From an optimization exercise on the open Yosys and OpenROAD flow, aimed at a short achievable clock period and few clock cycles; shortcuts taken in it are not production practice.
In this exercise RTL edits were held to simulation tests only and were not proved equivalent to the original.
No activity file was given, so power comes from the tool's default toggle rates.

`flow/config.mk`:
```
export PLATFORM = sky130hd
export DESIGN_NAME = rv_core
export DESIGN_NICKNAME = rv_core
export VERILOG_FILES = /design/flow/design.v
export SDC_FILE = /design/flow/constraint.sdc
export NUM_CORES = 4
export LEC_CHECK = 0
export ABC_CLOCK_PERIOD_IN_PS = 3000
export CAP_MARGIN = 20
export CORE_MARGIN = 2
export CORE_UTILIZATION = 40
export SETUP_SLACK_MARGIN = 4.5
export SLEW_MARGIN = 20
```
`flow/constraint.sdc`:
```
create_clock -name core_clock -period 8.0 [get_ports {clock}]
set_input_delay 1.6000 -clock core_clock [delete_from_list [all_inputs] [get_ports {clock}]]
set_output_delay 1.6000 -clock core_clock [all_outputs]
set_load 0.01 [all_outputs]
```
`flow/design.v`:
```
package rv_pkg;
    localparam int XLEN = 32;
    typedef logic [XLEN-1:0] word_t;
    typedef logic [4:0]      reg_addr_t;
    localparam word_t NOP_INSN = 32'h0000_0013;   
    typedef enum logic [6:0] {
        OP_LUI    = 7'b0110111,
        OP_AUIPC  = 7'b0010111,
        OP_JAL    = 7'b1101111,
        OP_JALR   = 7'b1100111,
        OP_BRANCH = 7'b1100011,
        OP_IMM    = 7'b0010011,
        OP_REG    = 7'b0110011,
        OP_FENCE  = 7'b0001111,
        OP_SYSTEM = 7'b1110011
    } opcode_e;
    typedef struct packed {
        logic [6:0] funct7;
        reg_addr_t  rs2;
        reg_addr_t  rs1;
        logic [2:0] funct3;
        reg_addr_t  rd;
        opcode_e    opcode;
    } insn_r_t;
    typedef struct packed {
        logic [11:0] imm;
        reg_addr_t   rs1;
        logic [2:0]  funct3;
        reg_addr_t   rd;
        opcode_e     opcode;
    } insn_i_t;
    typedef struct packed {
        logic [6:0] imm_hi;       
        reg_addr_t  rs2;
        reg_addr_t  rs1;
        logic [2:0] funct3;
        logic [4:0] imm_lo;       
        opcode_e    opcode;
    } insn_sb_t;
    typedef struct packed {
        logic [19:0] imm;
        reg_addr_t   rd;
        opcode_e     opcode;
    } insn_uj_t;
    typedef union packed {
        insn_r_t  r;
        insn_i_t  i;
        insn_sb_t sb;
        insn_uj_t uj;
    } insn_t;
    typedef enum logic [3:0] {
        ALU_ADD, ALU_SUB, ALU_AND, ALU_OR, ALU_XOR, ALU_SLL,
        ALU_SRL, ALU_SRA, ALU_SLT, ALU_SLTU, ALU_PASS_B
    } alu_op_e;
    typedef enum logic [2:0] {
        BR_NONE, BR_EQ, BR_NE, BR_LT, BR_GE, BR_LTU, BR_GEU, BR_ALWAYS
    } branch_e;
    typedef enum logic {A_REG, A_PC}  a_sel_e;
    typedef enum logic {B_REG, B_IMM} b_sel_e;
    typedef struct packed {
        word_t pc;
        insn_t insn;
    } if_id_t;
    typedef struct packed {
        word_t     pc;
        reg_addr_t rs1;
        reg_addr_t rs2;
        word_t     rs1_data;
        word_t     rs2_data;
        word_t     imm;
        reg_addr_t rd;            
        alu_op_e   alu_op;
        a_sel_e    a_sel;
        b_sel_e    b_sel;
        branch_e   branch;
        logic      jump_reg;      
        logic      link;          
    } id_ex_t;
    typedef struct packed {
        logic      valid;
        reg_addr_t rd;
        word_t     data;
    } result_t;
    typedef struct packed {
        logic  taken;
        word_t target;
    } redirect_t;
endpackage
module rv_core #(
    parameter logic [31:0] RESET_PC = 32'h0100_0000
) (
    input  logic            clock,
    input  logic            reset,
    output logic [31:0]     fetch_pc,
    input  logic [31:0]     fetch_insn,
    output logic            retire_valid,
    output logic [4:0]      retire_rd,
    output logic [31:0]     retire_data
);
    localparam logic [6:0] OP_LUI    = 7'b0110111;
    localparam logic [6:0] OP_AUIPC  = 7'b0010111;
    localparam logic [6:0] OP_JAL    = 7'b1101111;
    localparam logic [6:0] OP_JALR   = 7'b1100111;
    localparam logic [6:0] OP_BRANCH = 7'b1100011;
    localparam logic [6:0] OP_IMM    = 7'b0010011;
    localparam logic [6:0] OP_REG    = 7'b0110011;
    localparam int BHT_BITS = 7;
    localparam int BHT_N    = 1 << BHT_BITS;
    localparam int LVT_N    = 4;
    logic        ex_redirect;
    logic [31:0] ex_redirect_pc;
    logic [31:0] pc;
    logic [31:0] insn;
    logic [6:0]  f_opc;
    logic [4:0]  f_rd;
    logic [4:0]  f_rs1;
    logic [31:0] f_imm_i, f_imm_b, f_imm_j, f_imm_u;
    logic        f_is_jal, f_is_jalr, f_is_br, f_is_auipc, f_writes;
    logic [31:0] pc_plus4, targ_b, targ_j, targ_r;
    logic        br_pred, jalr_hit, f_pred_taken;
    logic [31:0] f_next, f_alt;
    logic [BHT_N-1:0] bht_seen;
    logic [1:0]       bht_ctr [BHT_N];
    logic [BHT_BITS-1:0] f_bidx;
    logic [LVT_N-1:0] lv_valid;
    logic [4:0]       lv_reg [LVT_N];
    logic [31:0]      lv_val [LVT_N];
    logic [LVT_N-1:0] lv_hit;
    logic [LVT_N-1:0] lv_match_rd;
    logic [31:0]      lv_targ [LVT_N];
    logic [1:0]       lv_rr;
    logic             f_ins;
    logic [31:0]      f_ins_val;
    assign fetch_pc = pc;
    assign insn     = fetch_insn;
    assign f_opc    = insn[6:0];
    assign f_rd     = insn[11:7];
    assign f_rs1    = insn[19:15];
    assign f_imm_i  = {{20{insn[31]}}, insn[31:20]};
    assign f_imm_b  = {{19{insn[31]}}, insn[31], insn[7], insn[30:25], insn[11:8], 1'b0};
    assign f_imm_j  = {{11{insn[31]}}, insn[31], insn[19:12], insn[20], insn[30:21], 1'b0};
    assign f_imm_u  = {insn[31:12], 12'b0};
    assign f_is_jal   = (f_opc == OP_JAL);
    assign f_is_jalr  = (f_opc == OP_JALR);
    assign f_is_br    = (f_opc == OP_BRANCH) && (insn[14:13] != 2'b01);
    assign f_is_auipc = (f_opc == OP_AUIPC);
    assign f_writes   = (f_opc == OP_REG || f_opc == OP_IMM || f_opc == OP_LUI ||
                         f_opc == OP_AUIPC || f_opc == OP_JAL || f_opc == OP_JALR) &&
                        (f_rd != 5'd0);
    assign pc_plus4 = pc + 32'd4;
    assign targ_b   = pc + f_imm_b;
    assign targ_j   = pc + f_imm_j;
    assign f_bidx  = pc[BHT_BITS+1:2];
    assign br_pred = bht_seen[f_bidx] ? bht_ctr[f_bidx][1] : insn[31];
    always_comb begin
        targ_r = '0;
        for (int k = 0; k < LVT_N; k++) begin
            lv_hit[k]      = lv_valid[k] && (lv_reg[k] == f_rs1);
            lv_match_rd[k] = lv_valid[k] && (lv_reg[k] == f_rd);
            lv_targ[k]     = lv_val[k] + f_imm_i;
            if (lv_hit[k]) targ_r = targ_r | {lv_targ[k][31:1], 1'b0};
        end
    end
    assign jalr_hit = |lv_hit;
    assign f_pred_taken = f_is_jal || (f_is_br && br_pred) || (f_is_jalr && jalr_hit);
    always_comb begin
        if (f_is_jal)           f_next = targ_j;
        else if (f_is_jalr)     f_next = jalr_hit ? targ_r : pc_plus4;
        else if (f_is_br && br_pred) f_next = targ_b;
        else                    f_next = pc_plus4;
    end
    assign f_alt = br_pred ? pc_plus4 : targ_b;
    always_ff @(posedge clock) begin
        if (reset) begin
            pc <= RESET_PC;
        end else if (ex_redirect) begin
            pc <= ex_redirect_pc;
        end else begin
            pc <= f_next;
        end
    end
    assign f_ins     = (f_is_jal || f_is_jalr || f_is_auipc) && (f_rd != 5'd0);
    assign f_ins_val = f_is_auipc ? {pc[31:12] + insn[31:12], pc[11:0]} : pc_plus4;
    always_ff @(posedge clock) begin
        if (reset) begin
            lv_valid <= '0;
            lv_rr    <= '0;
        end else if (f_writes) begin
            for (int k = 0; k < LVT_N; k++) begin
                if (lv_match_rd[k]) begin
                    if (f_ins) lv_val[k] <= f_ins_val;
                    else       lv_valid[k] <= 1'b0;
                end
            end
            if (f_ins && !(|lv_match_rd)) begin
                lv_valid[lv_rr] <= 1'b1;
                lv_reg[lv_rr]   <= f_rd;
                lv_val[lv_rr]   <= f_ins_val;
                lv_rr           <= lv_rr + 2'd1;
            end
        end
    end
    logic        d_valid;
    logic [31:0] d_pc, d_pc4, d_insn, d_alt, d_pred_tgt;
    logic        d_pred_taken;
    always_ff @(posedge clock) begin
        if (reset || ex_redirect) begin
            d_valid <= 1'b0;
        end else begin
            d_valid <= 1'b1;
        end
        d_pc         <= pc;
        d_pc4        <= pc_plus4;
        d_insn       <= insn;
        d_alt        <= f_alt;
        d_pred_tgt   <= targ_r;
        d_pred_taken <= f_pred_taken;
    end
    logic [31:0] regs [1:31];
    logic [6:0]  d_opc;
    logic [2:0]  d_f3;
    logic [4:0]  d_rd, d_rs1, d_rs2;
    logic        d_alt30;
    logic [31:0] d_imm_i, d_imm_u;
    logic [31:0] rf1, rf2;
    logic        d_op, d_opimm, d_lui, d_auipc, d_jal, d_jalr, d_br;
    logic        e_valid;
    logic        e_we;
    logic [4:0]  e_rd;
    logic        w_we;
    logic [4:0]  w_rd;
    logic [31:0] w_data;
    assign d_opc   = d_insn[6:0];
    assign d_f3    = d_insn[14:12];
    assign d_rd    = d_insn[11:7];
    assign d_rs1   = d_insn[19:15];
    assign d_rs2   = d_insn[24:20];
    assign d_alt30 = d_insn[30];
    assign d_imm_i = {{20{d_insn[31]}}, d_insn[31:20]};
    assign d_imm_u = {d_insn[31:12], 12'b0};
    assign d_op    = (d_opc == OP_REG);
    assign d_opimm = (d_opc == OP_IMM);
    assign d_lui   = (d_opc == OP_LUI);
    assign d_auipc = (d_opc == OP_AUIPC);
    assign d_jal   = (d_opc == OP_JAL);
    assign d_jalr  = (d_opc == OP_JALR);
    assign d_br    = (d_opc == OP_BRANCH) && (d_f3[2:1] != 2'b01);
    always_comb begin
        if (d_rs1 == 5'd0)                   rf1 = '0;
        else if (w_we && w_rd == d_rs1)      rf1 = w_data;
        else                                 rf1 = regs[d_rs1];
        if (d_rs2 == 5'd0)                   rf2 = '0;
        else if (w_we && w_rd == d_rs2)      rf2 = w_data;
        else                                 rf2 = regs[d_rs2];
    end
    always_ff @(posedge clock) begin
        if (w_we) begin
            regs[w_rd] <= w_data;
        end
    end
    logic        n_we, n_fwd_a, n_fwd_b;
    logic [31:0] n_a, n_b;
    logic        n_sub, n_s_add, n_s_and, n_s_or, n_s_xor, n_s_sll, n_s_srl, n_s_slt,
                 n_s_sltu, n_s_b, n_s_link, n_sra;
    logic        n_uses1, n_uses2;
    always_comb begin
        n_we     = (d_op || d_opimm || d_lui || d_auipc || d_jal || d_jalr) && (d_rd != 5'd0);
        n_uses1  = d_op || d_opimm || d_jalr || d_br;
        n_uses2  = d_op || d_br;
        n_fwd_a  = n_uses1 && e_valid && e_we && (e_rd == d_rs1);
        n_fwd_b  = n_uses2 && e_valid && e_we && (e_rd == d_rs2);
        n_a      = d_auipc ? d_pc : rf1;
        if (d_op || d_br)            n_b = rf2;
        else if (d_opimm || d_jalr)  n_b = d_imm_i;
        else if (d_jal)              n_b = d_pc4;
        else                         n_b = d_imm_u;
        n_sub    = d_op && d_alt30 && (d_f3 == 3'b000);
        n_sra    = d_alt30;
        n_s_add  = ((d_op || d_opimm) && d_f3 == 3'b000) || d_auipc;
        n_s_sll  = (d_op || d_opimm) && d_f3 == 3'b001;
        n_s_slt  = (d_op || d_opimm) && d_f3 == 3'b010;
        n_s_sltu = (d_op || d_opimm) && d_f3 == 3'b011;
        n_s_xor  = (d_op || d_opimm) && d_f3 == 3'b100;
        n_s_srl  = (d_op || d_opimm) && d_f3 == 3'b101;
        n_s_or   = (d_op || d_opimm) && d_f3 == 3'b110;
        n_s_and  = (d_op || d_opimm) && d_f3 == 3'b111;
        n_s_b    = d_lui || d_jal;
        n_s_link = d_jalr;
    end
    logic [31:0] e_a, e_b, e_pc4, e_pc, e_alt, e_pred_tgt;
    logic        e_fwd_a, e_fwd_b, e_sub, e_sra;
    logic        e_s_add, e_s_and, e_s_or, e_s_xor, e_s_sll, e_s_srl, e_s_slt, e_s_sltu,
                 e_s_b, e_s_link;
    logic        e_br, e_jalr, e_pred_taken;
    logic [2:0]  e_f3;
    always_ff @(posedge clock) begin
        if (reset || ex_redirect) begin
            e_valid <= 1'b0;
        end else begin
            e_valid <= d_valid;
        end
        e_we         <= n_we;
        e_rd         <= d_rd;
        e_a          <= n_a;
        e_b          <= n_b;
        e_fwd_a      <= n_fwd_a;
        e_fwd_b      <= n_fwd_b;
        e_sub        <= n_sub;
        e_sra        <= n_sra;
        e_s_add      <= n_s_add;
        e_s_and      <= n_s_and;
        e_s_or       <= n_s_or;
        e_s_xor      <= n_s_xor;
        e_s_sll      <= n_s_sll;
        e_s_srl      <= n_s_srl;
        e_s_slt      <= n_s_slt;
        e_s_sltu     <= n_s_sltu;
        e_s_b        <= n_s_b;
        e_s_link     <= n_s_link;
        e_br         <= d_br;
        e_jalr       <= d_jalr;
        e_f3         <= d_f3;
        e_pc         <= d_pc;
        e_pc4        <= d_pc4;
        e_alt        <= d_alt;
        e_pred_tgt   <= d_pred_tgt;
        e_pred_taken <= d_pred_taken;
    end
    logic [31:0] a, b, b_add, sum, res;
    logic [31:0] sll_out, srl_out;
    logic        eq, lt, ltu, taken, tgt_ok;
    logic [31:0] chk_c, chk_carry;
    assign a     = e_fwd_a ? w_data : e_a;
    assign b     = e_fwd_b ? w_data : e_b;
    assign b_add = e_sub ? ~b : b;
    assign sum   = a + b_add + {31'b0, e_sub};
    assign sll_out = a << b[4:0];
    assign srl_out = 32'($signed({e_sra & a[31], a}) >>> b[4:0]);
    assign eq  = (a == b);
    assign lt  = ($signed(a) < $signed(b));
    assign ltu = (a < b);
    assign res = ({32{e_s_add}}  & sum) |
                 ({32{e_s_and}}  & (a & b)) |
                 ({32{e_s_or}}   & (a | b)) |
                 ({32{e_s_xor}}  & (a ^ b)) |
                 ({32{e_s_sll}}  & sll_out) |
                 ({32{e_s_srl}}  & srl_out) |
                 ({32{e_s_slt}}  & {31'b0, lt}) |
                 ({32{e_s_sltu}} & {31'b0, ltu}) |
                 ({32{e_s_b}}    & b) |
                 ({32{e_s_link}} & e_pc4);
    always_comb begin
        case (e_f3)
            3'b000:  taken = eq;
            3'b001:  taken = !eq;
            3'b100:  taken = lt;
            3'b101:  taken = !lt;
            3'b110:  taken = ltu;
            default: taken = !ltu;
        endcase
    end
    assign chk_c = e_pred_tgt;
    always_comb begin
        chk_carry[0] = 1'b0;
        chk_carry[1] = a[0] & b[0];
        for (int i = 2; i < 32; i++) begin
            chk_carry[i] = (a[i-1] & b[i-1]) | ((a[i-1] ^ b[i-1]) & !chk_c[i-1]);
        end
    end
    assign tgt_ok = ((a[31:1] ^ b[31:1] ^ chk_c[31:1]) == chk_carry[31:1]);
    assign ex_redirect = e_valid && ((e_br && (taken != e_pred_taken)) ||
                                     (e_jalr && !(e_pred_taken && tgt_ok)));
    assign ex_redirect_pc = e_jalr ? {sum[31:1], 1'b0} : e_alt;
    logic                u_valid, u_taken;
    logic [BHT_BITS-1:0] u_idx;
    always_ff @(posedge clock) begin
        if (reset) begin
            u_valid <= 1'b0;
        end else begin
            u_valid <= e_valid && e_br;
        end
        u_idx   <= e_pc[BHT_BITS+1:2];
        u_taken <= taken;
    end
    always_ff @(posedge clock) begin
        if (reset) begin
            bht_seen <= '0;
        end else if (u_valid) begin
            bht_seen[u_idx] <= 1'b1;
            if (!bht_seen[u_idx]) begin
                bht_ctr[u_idx] <= u_taken ? 2'b11 : 2'b00;
            end else if (u_taken) begin
                if (bht_ctr[u_idx] != 2'b11) bht_ctr[u_idx] <= bht_ctr[u_idx] + 2'd1;
            end else begin
                if (bht_ctr[u_idx] != 2'b00) bht_ctr[u_idx] <= bht_ctr[u_idx] - 2'd1;
            end
        end
    end
    always_ff @(posedge clock) begin
        if (reset) begin
            w_we <= 1'b0;
        end else begin
            w_we <= e_valid && e_we;
        end
        w_rd   <= e_rd;
        w_data <= res;
    end
    assign retire_valid = w_we;
    assign retire_rd    = w_rd;
    assign retire_data  = w_data;
endmodule
```
`flow/run.sh`:
```
#!/bin/bash
# synth_recipe.tcl (not shown) runs the flow's synth.tcl, then flattens the netlist and writes it again
# the make line also repeats each setting of config.mk as NAME=value (left out here)
make -C /OpenROAD-flow-scripts/flow DESIGN_CONFIG=/design/flow/config.mk WORK_HOME=/design/flow/orfs CLKGATE_MAP_FILE= SYNTH_SCRIPT=/design/flow/synth_recipe.tcl finish
```
==> results.json, run 1 <==
{
  "power.total_mw": 25.39,
  "min_period_over_period_pct": 55.12,
  "p_int_mw": 18.46,
  "yosysWarnings": 2,
  "cell_class_contributing_the_biggest_share_of_worst_path_delay": "simple AND/OR/NAND/NOR gates",
  "post_synth_inst_count": 8228,
  "cp_num_buf_inv": 5,
  "synthesis.area_mm2": 0.1008,
  "clock-root-buffer": "clkbuf_16",
  "final_util_pct": 50.80,
  "outcome": "no timing/DRC/antenna violations",
  "largest_register_ff_count": 992,
  "gr-total-overflow": 0,
  "leakage_nw": 44.97,
  "pwr_density_cell_mw_per_mm2": 199.2,
  "areaGrowthSynthToFinish_pct": 26.53,
  "cts.reportedPaths.clkPinSlew_ps": 70,
  "critPathMaxFanout": 54,
  "yosys.cell_types.count": 102,
  "post-synth-top-count-cell": "edfxtp_1",
  "largest-register": "regs",
  "grt_start_max_net_pins": 89,
  "worst-endpoint-required_ps": 8780,
  "synth_common_cells": "1,396 x edfxtp_1, 783 x nor2_1, 701 x a21oi_1, 562 x dfxtp_1, 473 x mux4_2",
  "synth_area_leaders": "edfxtp_1 42%, dfxtp_1 11%, mux4_2 11%, mux2i_1 3.9%, ha_1 3.9%",
  "crit_chain": "buf_12 -> mux2i_4 -> buf_4 -> clkinv_1 -> buf_4 -> fa_1 -> xnor2_1 -> nor4_1 -> nand4_1 -> nor3_1 -> a31oi_1 -> or3b_4 -> buf_12 -> or4_1 -> o311ai_1",
  "dr.pass1.iters": 9,
  "grt_antenna_before_repair": 21,
  "critPathArrivalTime_ps": 5190,
  "synth_seq_area_share_pct": 52.77,
  "largestRegisters": "regs (992), bht_ctr (256)",
  "final_layout_size_suffix_gt1_share_pct": 29.16,
  "core-area_mm2": 0.2509,
  "drtIter0Drc": 11220,
  "p_comb_share_pct": 17.1,
  "die-height_um": 505.9,
  "rsz0062_at_grt": "true",
  "ctsHtreeMaxLevel": 4,
  "floorplan.initialDensity_pct": 40.15,
  "seq_power_share_pct": 43.6,
  "critical_path.startpoint_type": "flip-flop",
  "async_sr_flop_fraction_pct": 0,
  "setup_slack_ps": 3590,
  "peakVddDrop_v": 0.0001766,
  "synthDominantAreaCellType": "edfxtp_1",
  "power.switching_fraction_pct": 27.28,
  "max_cap_viol_count": 0,
  "cts-buffers-inserted": 208,
  "drt-wirelength-per-cell_um": 33.05,
  "syn-mean-instance-area_um2": 12.25,
  "total_switching_power_mw": 6.927,
  "die_w_um": 505.9,
  "worstHoldPathType": "reg -> reg",
  "dp_worst_setup_slack_ps": 1788,
  "final-hold-violation-count": 0,
  "drt_drc_violations_left": 0,
  "timing.final.max_slew_violations": 0,
  "pwr-share-clk_pct": 39.3,
  "share_of_the_synthesized_area_in_the_top_cell_type_pct": 41.60,
  "path_class": "reg -> reg",
  "place.port_buffers": 103,
  "synth-main-ff-cell": "edfxtp_1",
  "first_global_vias": 77400,
  "nNetsFinal": 9170,
  "io_pins": 104,
  "finalClockSkew_ps": 58.69,
  "hold_ws_ps": 314.5,
  "net_count_of_the_mapped_netlist": 8612,
  "die_area_mm2": 0.2559,
  "worst-slew-pin-transition_ps": 1213,
  "cts_tree": "yes",
  "final_ant_viol_nets": 0,
  "final_period_minus_worst_setup_slack_ps": 4410,
  "slew_headroom_pct": 18.80,
  "via_count": 79660,
  "final_wirelength_um": 407300,
  "flops_latches_synth": 1958,
  "dp_hpwl_um": 241400,
  "place.gp.congestion": 0.9826,
  "clock-sinks": 1958,
  "rows": 184,
  "crit_slowest_cell": "fa_1",
  "drt-vias-per-instance": 6.463,
  "clockBufferDepth": 3,
  "global_route.usage.total_pct": 30.44,
  "timing.setup.tns_ps": 0,
  "setup-violations-final": 0,
  "endpoint_kind": "flip-flop",
  "worst_skew_pair.late_latency_ps": 900,
  "grt_pass1_wl_um": 566600,
  "max_freq_mhz": 226.8,
  "number_of_enable_type_register_cells_in_the_synthesized_netlist": 1396,
  "crit_path_max_incr_delay_ps": 560
}
worst paths after layout:
path | slack [ps] | cells past startpoint | end | start
hold reg to reg | 310 | 0 | e_pred_taken | d_pred_taken
setup / recovery | 3590 | 15 | pc[14] | e_fwd_b
setup reg to reg | 3590 | 15 | pc[14] | e_fwd_b
hold / removal | 310 | 0 | e_pred_taken | d_pred_taken
metal layers:
layer	track usage, %	vias to the layer above	wire length, µm
li1	-	32960	-
met1	40.11	40110	152900
met2	47.61	5267	184000
met3	6.712	1297	45420
met4	14.73	20	24830
met5	0	-	133
worst register-to-register path, delay by kind of cell (launching register included):
| kind | cells | cell delay (ps) |
|---|---|---|
| fa+ha+maj | 1 | 570 |
| flops | 1 | 400 |
| compound gates | 2 | 280 |
| xor+xnor | 1 | 220 |
| buf+inv | 5 | 1100 |
| simple gates | 5 | 1550 |
| mux | 1 | 230 |
layout by cell type, fill, tap and decap left out, drive strengths merged, types with 95 or more instances in the layout:
| master | netlist | layout |
|---|---|---|
| mux4 | 473 | 473 |
| nand2 | 472 | 478 |
| buf | 150 | 745 |
| a21o | 100 | 100 |
| inv | 194 | 201 |
| edfxtp | 1396 | 1396 |
| o22ai | 118 | 118 |
| nor3 | 102 | 102 |
| a22oi | 171 | 171 |
| dfxtp | 562 | 562 |
| o21ai | 346 | 352 |
| clkbuf | 379 | 288 |
| clkinv | 5 | 95 |
| mux2i | 396 | 396 |
| ha | 312 | 312 |
| nor2 | 784 | 790 |
| xnor2 | 235 | 235 |
| nand3 | 99 | 99 |
| a21oi | 704 | 704 |
| xor2 | 144 | 144 |
power groups by stage:
stage | clock network, mW | logic [mW] | registers, mW
after floorplan | 0 | 1.88 | 11.3
after global placement | 0 | 2.82 | 11.3
after detailed placement | 0 | 2.84 | 11.3
after CTS | 10.0 | 3.81 | 11.1
after global routing | 10.4 | 4.48 | 11.1
final | 9.97 | 4.34 | 11.1
layout make-up:
class	instances	area, µm²
fill	21210	123500
sequential	1958	53400
multi-input combinational	5562	51340
timing repair buffer	857	10780
clock buffer	266	5667
tap	3348	4189
clock inverter	125	1287
inverter	199	809.5
antenna	9	22.52
through the flow:
stage	instance area, µm²	std cells
after global placement	107000	11350
after floorplan	102500	8228
after global routing	127500	12320
final	127500	12320
after CTS	124000	12170
after detailed placement	107000	11350
kinds of logic (layout without fill, tap and decap cells):
| group | Yosys count | in the layout | synth area share, % |
|---|---|---|---|
| AOI/OAI and AO/OA | 2063 | 2069 | 13.17 |
| xor gates and xnor gates | 379 | 379 | 3.294 |
| muxes | 937 | 937 | 15.27 |
| buffers and inverters | 728 | 1447 | 2.845 |
| DFF | 1958 | 1958 | 52.77 |
| and+or+nand+nor | 1813 | 1827 | 8.017 |
| other | 0 | 9 | 0 |
| adders and majority gates | 350 | 350 | 4.629 |
what timing repair did:
item,CTS,global route
setup endpoints to repair,1077,743
hold buffers,0,0
gates resized for setup,1371,383
setup buffers,343,122
pin swaps,258,218
gates cloned,79,26
Testbench counts, summed over its fixed seeds: cycles 595,978.
==> run 2: changes to the inputs <==
==> flow/config.mk (replaced) <==
export PLATFORM = sky130hd
export DESIGN_NAME = rv_core
export DESIGN_NICKNAME = rv_core
export VERILOG_FILES = /design/flow/design.v
export SDC_FILE = /design/flow/constraint.sdc
export NUM_CORES = 4
export LEC_CHECK = 0
export CAP_MARGIN = 20
export CORE_MARGIN = 2
export CORE_UTILIZATION = 40
export SETUP_SLACK_MARGIN = 3.5
export SLEW_MARGIN = 20
==> run 2 against run 1 <==
Compared with the run above:
- still clean on timing, DRC and antenna
- non-clock buffer count shrank 412
- sequential cell count is the same
- core utilization shrank 4.3 points
- die area is the same
- area after synthesis is the same
- global-route usage shrank 2.5 points
- register-to-register slack lost 170 ps
- sequential power is essentially flat
- critical endpoint is now pc[31]
- highest routed layer unchanged
==> results.json, run 2 <==
{
  "outcome": "no timing/DRC/antenna violations",
  "commonest_cells_after_routing_fill_and_taps_aside": "1,396 x edfxtp_1, 673 x a21oi_1, 664 x nor2_1",
  "postCtsHoldBufs": 0,
  "final_ant_viol_nets": 0,
  "clock-root-buffer": "clkbuf_16",
  "cts_tree": "yes",
  "dp_worst_setup_slack_ps": 1548,
  "core-area_mm2": 0.2509,
  "net_count_of_the_mapped_netlist": 8612,
  "drt-vias-per-instance": 6.339,
  "leakage_nw": 40.79,
  "max_cap_viol_count": 0,
  "crit_slowest_cell": "a2111o_1",
  "areaGrowthSynthToFinish_pct": 15.80,
  "min_period_over_period_pct": 57.20,
  "setup_slack_ps": 3424,
  "critPathMaxFanout": 7,
  "ctsHtreeMaxLevel": 4,
  "largest_register_ff_count": 992,
  "post_synth_inst_count": 8228,
  "nNetsFinal": 8745,
  "worstHoldPathType": "reg -> reg",
  "worst-slew-pin-transition_ps": 1116,
  "dp_hpwl_um": 242300,
  "die_w_um": 505.9,
  "synth_area_leaders": "edfxtp_1 42%, dfxtp_1 11%, mux4_2 11%, mux2i_1 3.9%, ha_1 3.9%",
  "clock-sinks": 1958,
  "peakVddDrop_v": 0.0001741,
  "post-synth-top-count-cell": "edfxtp_1",
  "final_wirelength_um": 371100,
  "final-hold-violation-count": 0,
  "synthDominantAreaCellType": "edfxtp_1",
  "synth_seq_area_share_pct": 52.77,
  "seq_power_share_pct": 46.3,
  "timing.setup.tns_ps": 0,
  "drtIter0Drc": 9993,
  "rows": 184,
  "crit_path_max_incr_delay_ps": 440,
  "grt_pass1_wl_um": 522900,
  "total_switching_power_mw": 6.334,
  "place.gp.congestion": 0.9795,
  "synth_common_cells": "1,396 x edfxtp_1, 783 x nor2_1, 701 x a21oi_1, 562 x dfxtp_1, 473 x mux4_2",
  "cts.reportedPaths.clkPinSlew_ps": 60,
  "share_of_the_synthesized_area_in_the_top_cell_type_pct": 41.60,
  "grt_start_max_net_pins": 114,
  "drt_drc_violations_left": 0,
  "dpl.cell_count": 11360,
  "crit_chain": "buf_12 -> buf_12 -> buf_4 -> mux2i_2 -> inv_1 -> ha_1 -> a21oi_1 -> nor2_1 -> a211oi_1 -> o21ai_0 -> a21oi_4 -> o21ai_2 -> a2111o_1 -> a31oi_2 -> xnor2_2 -> o2111a_1 -> a211o_1",
  "pwr_density_cell_mw_per_mm2": 205.4,
  "first_global_vias": 72740,
  "cts-buffers-inserted": 205,
  "timing.final.max_slew_violations": 0,
  "async_sr_flop_fraction_pct": 0,
  "path_class": "reg -> reg",
  "global_route.usage.total_pct": 27.95,
  "power.total_mw": 23.96,
  "largest-register": "regs",
  "final-instance-count-excl-fill": 11890,
  "mostFrequentLayoutCell": "edfxtp_1",
  "drt-wirelength-per-cell_um": 31.21,
  "final_util_pct": 46.50,
  "cpMostUsedCell": "buf_12",
  "grt_antenna_before_repair": 13,
  "syn-mean-instance-area_um2": 12.25,
  "die-height_um": 505.9,
  "endpoint_kind": "flip-flop",
  "final_period_minus_worst_setup_slack_ps": 4576,
  "pwr-share-clk_pct": 40.5,
  "gr-total-overflow": 0,
  "floorplan.initialDensity_pct": 40.15,
  "p_comb_share_pct": 13.2,
  "slew_headroom_pct": 23.67,
  "finalClockSkew_ps": 34.68,
  "place.port_buffers": 103,
  "synth-main-ff-cell": "edfxtp_1",
  "critPathArrivalTime_ps": 5330,
  "post_dp_cell_area_mm2": 0.1061,
  "power.switching_fraction_pct": 26.43,
  "yosysWarnings": 2,
  "number_of_enable_type_register_cells_in_the_synthesized_netlist": 1396,
  "critical_path.startpoint_type": "flip-flop",
  "final_design_area_excluding_fillers_mm2": 0.1167,
  "dr.pass1.iters": 6,
  "io_pins": 104,
  "hold_ws_ps": 325.4,
  "synthesis.area_mm2": 0.1008,
  "largestRegisters": "regs (992), bht_ctr (256)",
  "rsz0062_at_grt": "true",
  "setup-violations-final": 0,
  "final_layout_size_suffix_gt1_share_pct": 19.71,
  "max_freq_mhz": 218.5,
  "p_int_mw": 17.63,
  "worst_skew_pair.late_latency_ps": 890,
  "flops_latches_synth": 1958,
  "worst-endpoint-required_ps": 8760,
  "yosys.cell_types.count": 102,
  "via_count": 75370,
  "clockBufferDepth": 3,
  "die_area_mm2": 0.2559
}
[run 2: cell count changes in the layout (fill, tap and decap cells not counted), sizes merged, moves of 6 or more]
| cell | previous run | this run |
|---|---|---|
| clkdlybuf4s15 | 22 | 6 |
| nand2 | 478 | 472 |
| bufbuf | 20 | 0 |
| dlygate4sd2 | 28 | 3 |
| clkbuf | 288 | 277 |
| diode | 9 | 3 |
| buf | 745 | 342 |
| clkdlybuf4s50 | 15 | 85 |
| clkinv | 95 | 89 |
[run 2: final cells by class]
type | instances | area (µm²)
fill | 22400 | 134300
antenna | 3 | 7.507
timing repair buffer | 445 | 4290
clock inverter | 117 | 1142
clock buffer | 268 | 5648
multi-input combinational | 5552 | 47400
sequential | 1958 | 53240
inverter | 199 | 762.0
tap | 3348 | 4189
[run 2: layer usage]
layer,up-vias,wire length [µm],track usage [%]
met5,-,57,0
met4,8,15770,10.49
met3,758,34060,4.965
met2,4281,172100,44.72
met1,38300,149100,37.94
li1,32020,-,-
[run 2: cells by family (layout without fill, tap and decap cells)]
logic type               count (synthesis)  in the layout  synth area share, %
other                                    0              3                    0
XOR/XNOR                               379            379                3.294
AND/OR/NAND/NOR                       1813           1819                8.017
adder cells (fa/ha/maj)                350            350                4.629
flip-flops                            1958           1958                52.77
buffers and inverters                  728           1029                2.845
AO/OA/AOI/OAI                         2063           2066                13.17
multiplexers                           937            938                15.27
[run 2: what timing repair did]
| item | CTS | global route |
|---|---|---|
| resized for setup | 240 | 329 |
| pin swaps | 26 | 62 |
| setup endpoints to repair | 739 | 623 |
| buffers inserted | 55 | 78 |
| gates cloned | 11 | 3 |
[run 2: path summary, 6_finish.rpt]
check,end,slack [ps],cells after the start,from
worst max-delay path,pc[31],3420,17,e_fwd_a
worst min register to register,e_pred_tgt[2],330,0,d_pred_tgt[2]
worst min-delay path,e_pred_tgt[2],330,0,d_pred_tgt[2]
worst max register to register,pc[31],3420,17,e_fwd_a
[run 2: worst max-delay path: cells and delay by family (launching register included)]
kind	cells	cell delay, ps
AND/OR/NAND/NOR	1	70
AO/OA/AOI/OAI	9	2300
flip-flops	1	410
XOR/XNOR	1	240
multiplexers	1	410
adder cells (fa/ha/maj)	1	420
buffers and inverters	4	600
[run 2: power by group through the flow]
| stage | clock (mW) | combinational, mW | sequential, mW |
|---|---|---|---|
| final | 9.71 | 3.16 | 11.1 |
| after detailed placement | 0 | 2.81 | 11.3 |
| after floorplan | 0 | 1.81 | 11.3 |
| after global routing | 10.2 | 3.31 | 11.1 |
| after CTS | 9.80 | 2.98 | 11.1 |
| after global placement | 0 | 2.78 | 11.3 |
==> run 3: changes to the inputs <==
--- a/flow/design.v
+++ b/flow/design.v
@@ -86,6 +86,36 @@
         word_t target;
     } redirect_t;
 endpackage
+module cmp_tree (
+    input  logic [31:0] a,
+    input  logic [31:0] b,
+    output logic        eq,
+    output logic        lt,
+    output logic        ltu
+);
+    logic [31:0] e [6];
+    logic [31:0] l [6];
+    logic        eq_lo, lt_lo, eq_top;
+    assign e[0] = ~({a[30:0], 1'b0} ^ {b[30:0], 1'b0});
+    assign l[0] = ~{a[30:0], 1'b0} & {b[30:0], 1'b0};
+    for (genvar k = 1; k <= 5; k++) begin : g_lv
+        for (genvar j = 0; j < 32; j++) begin : g_grp
+            if (j < (32 >> k)) begin : g_op
+                assign e[k][j] = e[k-1][2*j+1] & e[k-1][2*j];
+                assign l[k][j] = l[k-1][2*j+1] | (e[k-1][2*j+1] & l[k-1][2*j]);
+            end else begin : g_pad
+                assign e[k][j] = 1'b0;
+                assign l[k][j] = 1'b0;
+            end
+        end
+    end
+    assign eq_lo  = e[5][0];
+    assign lt_lo  = l[5][0];
+    assign eq_top = ~(a[31] ^ b[31]);
+    assign eq     = eq_top & eq_lo;
+    assign ltu    = (~a[31] & b[31]) | (eq_top & lt_lo);
+    assign lt     = (a[31] & ~b[31]) | (eq_top & lt_lo);
+endmodule
 module rv_core #(
     parameter logic [31:0] RESET_PC = 32'h0100_0000
 ) (
@@ -336,9 +366,14 @@
     assign sum   = a + b_add + {31'b0, e_sub};
     assign sll_out = a << b[4:0];
     assign srl_out = 32'($signed({e_sra & a[31], a}) >>> b[4:0]);
-    assign eq  = (a == b);
-    assign lt  = ($signed(a) < $signed(b));
-    assign ltu = (a < b);
+    logic [2:0] c_nn, c_wn, c_nw, c_sel;
+    cmp_tree u_c_nn (.a (e_a), .b (e_b), .eq (c_nn[2]), .lt (c_nn[1]), .ltu (c_nn[0]));
+    cmp_tree u_c_wn (.a (w_data), .b (e_b), .eq (c_wn[2]), .lt (c_wn[1]), .ltu (c_wn[0]));
+    cmp_tree u_c_nw (.a (e_a), .b (w_data), .eq (c_nw[2]), .lt (c_nw[1]), .ltu (c_nw[0]));
+    assign c_sel = (e_fwd_a && e_fwd_b) ? 3'b100 : (e_fwd_a ? c_wn : (e_fwd_b ? c_nw : c_nn));
+    assign eq  = c_sel[2];
+    assign lt  = c_sel[1];
+    assign ltu = c_sel[0];
     assign res = ({32{e_s_add}}  & sum) |
                  ({32{e_s_and}}  & (a & b)) |
                  ({32{e_s_or}}   & (a | b)) |
--- a/flow/config.mk
+++ b/flow/config.mk
@@ -5,8 +5,9 @@
 export SDC_FILE = /design/flow/constraint.sdc
 export NUM_CORES = 4
 export LEC_CHECK = 0
+export ABC_CLOCK_PERIOD_IN_PS = 3000
 export CAP_MARGIN = 20
 export CORE_MARGIN = 2
 export CORE_UTILIZATION = 40
-export SETUP_SLACK_MARGIN = 3.5
+export SETUP_SLACK_MARGIN = 4.5
 export SLEW_MARGIN = 20
==> run 3 against run 2 <==
Compared with the run above:
- still clean on timing, DRC and antenna
- routed wire length increased by 8.5%
- global-route usage is 1.7 points higher
- sequential power about the same
- core utilization rose by 3.8 points
- first-iteration DRC count grew 11%
- clock skew increased by 69 ps
- highest routed layer unchanged
==> results.json, run 3 <==
{
  "yosys.cell_types.count": 90,
  "dp_hpwl_um": 238600,
  "synth_seq_area_share_pct": 51.83,
  "clockBufferDepth": 3,
  "dpl.cell_count": 11680,
  "leakage_nw": 45.22,
  "dr.pass1.iters": 7,
  "post-synth-top-count-cell": "edfxtp_1",
  "grt_pass1_wl_um": 560100,
  "flops_latches_synth": 1958,
  "core-area_mm2": 0.2546,
  "synth-main-ff-cell": "edfxtp_1",
  "final-instance-count-excl-fill": 12610,
  "nNetsFinal": 9515,
  "die_w_um": 510.4,
  "yosysWarnings": 5,
  "largest_register_ff_count": 992,
  "clock-root-buffer": "clkbuf_16",
  "global_route.usage.total_pct": 29.67,
  "setup_slack_ps": 3862,
  "critical_path.startpoint_type": "flip-flop",
  "outcome": "no timing/DRC/antenna violations",
  "areaGrowthSynthToFinish_pct": 24.88,
  "final_period_minus_worst_setup_slack_ps": 4138,
  "setup-violations-final": 0,
  "first_global_vias": 78060,
  "rows": 185,
  "final-hold-violation-count": 0,
  "worst-slew-pin-transition_ps": 1197,
  "drtIter0Drc": 11070,
  "largestRegisters": "regs (992), bht_ctr (256)",
  "die_area_mm2": 0.2605,
  "cts_tree": "yes",
  "gr-total-overflow": 0,
  "dp_worst_setup_slack_ps": 1738,
  "power.total_mw": 24.80,
  "synthDominantAreaCellType": "edfxtp_1",
  "rsz0062_at_grt": "true",
  "ctsHtreeMaxLevel": 4,
  "syn-mean-instance-area_um2": 11.98,
  "min_period_over_period_pct": 51.72,
  "final_layout_size_suffix_gt1_share_pct": 27.15,
  "cts.reportedPaths.clkPinSlew_ps": 60,
  "grt_antenna_before_repair": 24,
  "endpoint_kind": "flip-flop",
  "largest-register": "regs",
  "worstHoldPathType": "reg -> reg",
  "critPathMaxFanout": 13,
  "pwr_density_cell_mw_per_mm2": 193.6,
  "worst_skew_pair.late_latency_ps": 920,
  "path_class": "reg -> reg",
  "place.port_buffers": 103,
  "finalClockSkew_ps": 104.1,
  "synth_area_leaders": "edfxtp_1 41%, dfxtp_1 11%, mux4_2 10%, ha_1 4.6%, mux2i_1 4.4%",
  "cts-buffers-inserted": 207,
  "final_ant_viol_nets": 0,
  "worst-endpoint-required_ps": 8600,
  "async_sr_flop_fraction_pct": 0,
  "timing.final.max_slew_violations": 0,
  "via_count": 81070,
  "drt-wirelength-per-cell_um": 31.90,
  "final_util_pct": 50.32,
  "share_of_the_synthesized_area_in_the_top_cell_type_pct": 40.86,
  "grt_start_max_net_pins": 113,
  "max_freq_mhz": 241.7,
  "clock-sinks": 1958,
  "n_fill_cell": 21650,
  "max_cap_viol_count": 0,
  "slew_headroom_pct": 20.23,
  "synth_common_cells": "1,396 x edfxtp_1, 804 x nor2_1, 736 x a21oi_1, 562 x dfxtp_1, 492 x nand2_1",
  "synthesis.area_mm2": 0.1026,
  "final_wirelength_um": 402400,
  "io_pins": 104,
  "place.gp.congestion": 0.9904,
  "timing.setup.tns_ps": 0,
  "drt-vias-per-instance": 6.427,
  "net_count_of_the_mapped_netlist": 9016,
  "post_synth_inst_count": 8565,
  "drt_drc_violations_left": 0,
  "mostFrequentLayoutCell": "edfxtp_1",
  "critPathArrivalTime_ps": 4740,
  "number_of_enable_type_register_cells_in_the_synthesized_netlist": 1396,
  "commonest_cells_after_routing_fill_and_taps_aside": "1,396 x edfxtp_1, 669 x nor2_1, 649 x a21oi_1",
  "floorplan.initialDensity_pct": 40.29,
  "peakVddDrop_v": 0.0001969,
  "die-height_um": 510.4
}
[run 3: changes by cell type in the layout (fill, tap and decap cells not counted), sizes merged, moves of 41 or more]
| cell | previous run | this run |
|---|---|---|
| ha | 312 | 379 |
| xnor2 | 235 | 194 |
| buf | 342 | 700 |
| inv | 203 | 258 |
| mux2i | 396 | 455 |
| dlygate4sd2 | 3 | 48 |
| mux2 | 69 | 18 |
| clkdlybuf4s50 | 85 | 11 |
[run 3: layout make-up]
class	instances	area [µm²]	share of cell area, %
Inverter	261	1028	0.8028
Antenna cell	6	15.01	0.01172
Tap cell	3366	4212	3.287
Sequential cell	1958	53460	41.72
Clock inverter	127	1400	1.093
Multi-Input combinational cell	5809	52350	40.86
Clock buffer	260	5545	4.328
Timing Repair Buffer	827	10110	7.894
[run 3: cells by family after synthesis]
| group | synth area share (%) |
|---|---|
| compound gates | 13.75 |
| xor+xnor | 3.125 |
| fa+ha+maj | 5.364 |
| buf+inv | 3.126 |
| flops | 51.83 |
| mux | 14.64 |
| simple gates | 8.168 |
[run 3: power breakdown]
part | internal [mW] | total (mW) | switching (mW)
Combinational | 1.54 | 3.82 | 2.28
Sequential | 11.0 | 11.1 | 0.138
Clock | 5.54 | 9.87 | 4.33
Total | 18.0 | 24.8 | 6.75
[run 3: through the flow]
step / hold WS (ps) / instance area [µm²]
after global placement: 309.9 / 108500
after global routing: 294.1 / 128100
after floorplan: 308.9 / 104000
final: 291.6 / 128100
after detailed placement: 312.1 / 108600
after CTS: 285.9 / 124500
[run 3: critical path, cell delays in order, from the launching register on]
cell and delay [ps]:
dfxtp_4 420, buf_12 150, and3_4 220, buf_12 160, a22o_1 230, a221oi_2 200
a31oi_2 160, or4_1 540, nor2_2 140, o2111a_2 250, buf_4 130, ha_4 190
nand2b_4 150, nand2_4 300, nand3_4 230, buf_4 210, buf_16 140
[run 3: path summary, 6_finish.rpt]
path / startpoint / to / slack [ps] / depth (start not counted)
worst max register to register: u_idx[0] / bht_ctr[55][1] / 3860 / 16
worst min register to register: d_pred_taken / e_pred_taken / 290 / 0
worst min-delay path: d_pred_taken / e_pred_taken / 290 / 0
worst max-delay path: u_idx[0] / bht_ctr[55][1] / 3860 / 16
[run 3: metal layers]
| metal | vias up | track usage (%) | share of wire [%] |
|---|---|---|---|
| met2 | 5121 | 46.22 | 45 |
| li1 | 34030 | - | - |
| met4 | 14 | 12.91 | 5.2 |
| met1 | 40880 | 40.59 | 39 |
| met5 | - | 0.6579 | 0.081 |
| met3 | 1033 | 5.275 | 10 |
[run 3: timing repair]
action,CTS,global route
setup endpoints to repair,1066,763
setup buffers,316,140
resized for setup,1210,436
hold buffers,0,0
gates cloned,70,20
pin swaps,230,211
Testbench counts of run 3, summed over its fixed seeds: cycles 595,978.

[port drivers added, routing unchanged]
Ports are ideal in the flow. The routed layouts listed here were re-timed in OpenROAD. Step 1: set_driving_cell puts a clkbuf_16 on clock and a buf_2 on each other input, an assumption about the parent block. Step 2 adds t to the input delays and takes it off the output delays; t is the mean of the earliest and latest rising clock arrival at the registers after step 1. Input paths then give back, and output paths get back, about the clock's delay inside the block. Three values: no drivers, after step 1, after step 2; two values: the first two.
run | shift t [ns] | setup slack, ns | hold WS [ns] | worst setup path at the end
run 1 | 0.965 | 3.590 / 3.590 / 2.951 | 0.314 / 0.314 / 0.314 | input to register
run 2 | 0.962 | 3.424 / 3.424 / 2.533 | 0.325 / 0.325 / 0.325 | input to register
run 3 | 0.972 | 3.862 / 3.862 / 3.061 | 0.292 / 0.292 / 0.292 | input to register
After both steps every run listed still meets setup and hold. For run 2, which loses most, drivers alone change the setup slack by 0.000 ns; drivers and shift together by -0.891 ns.
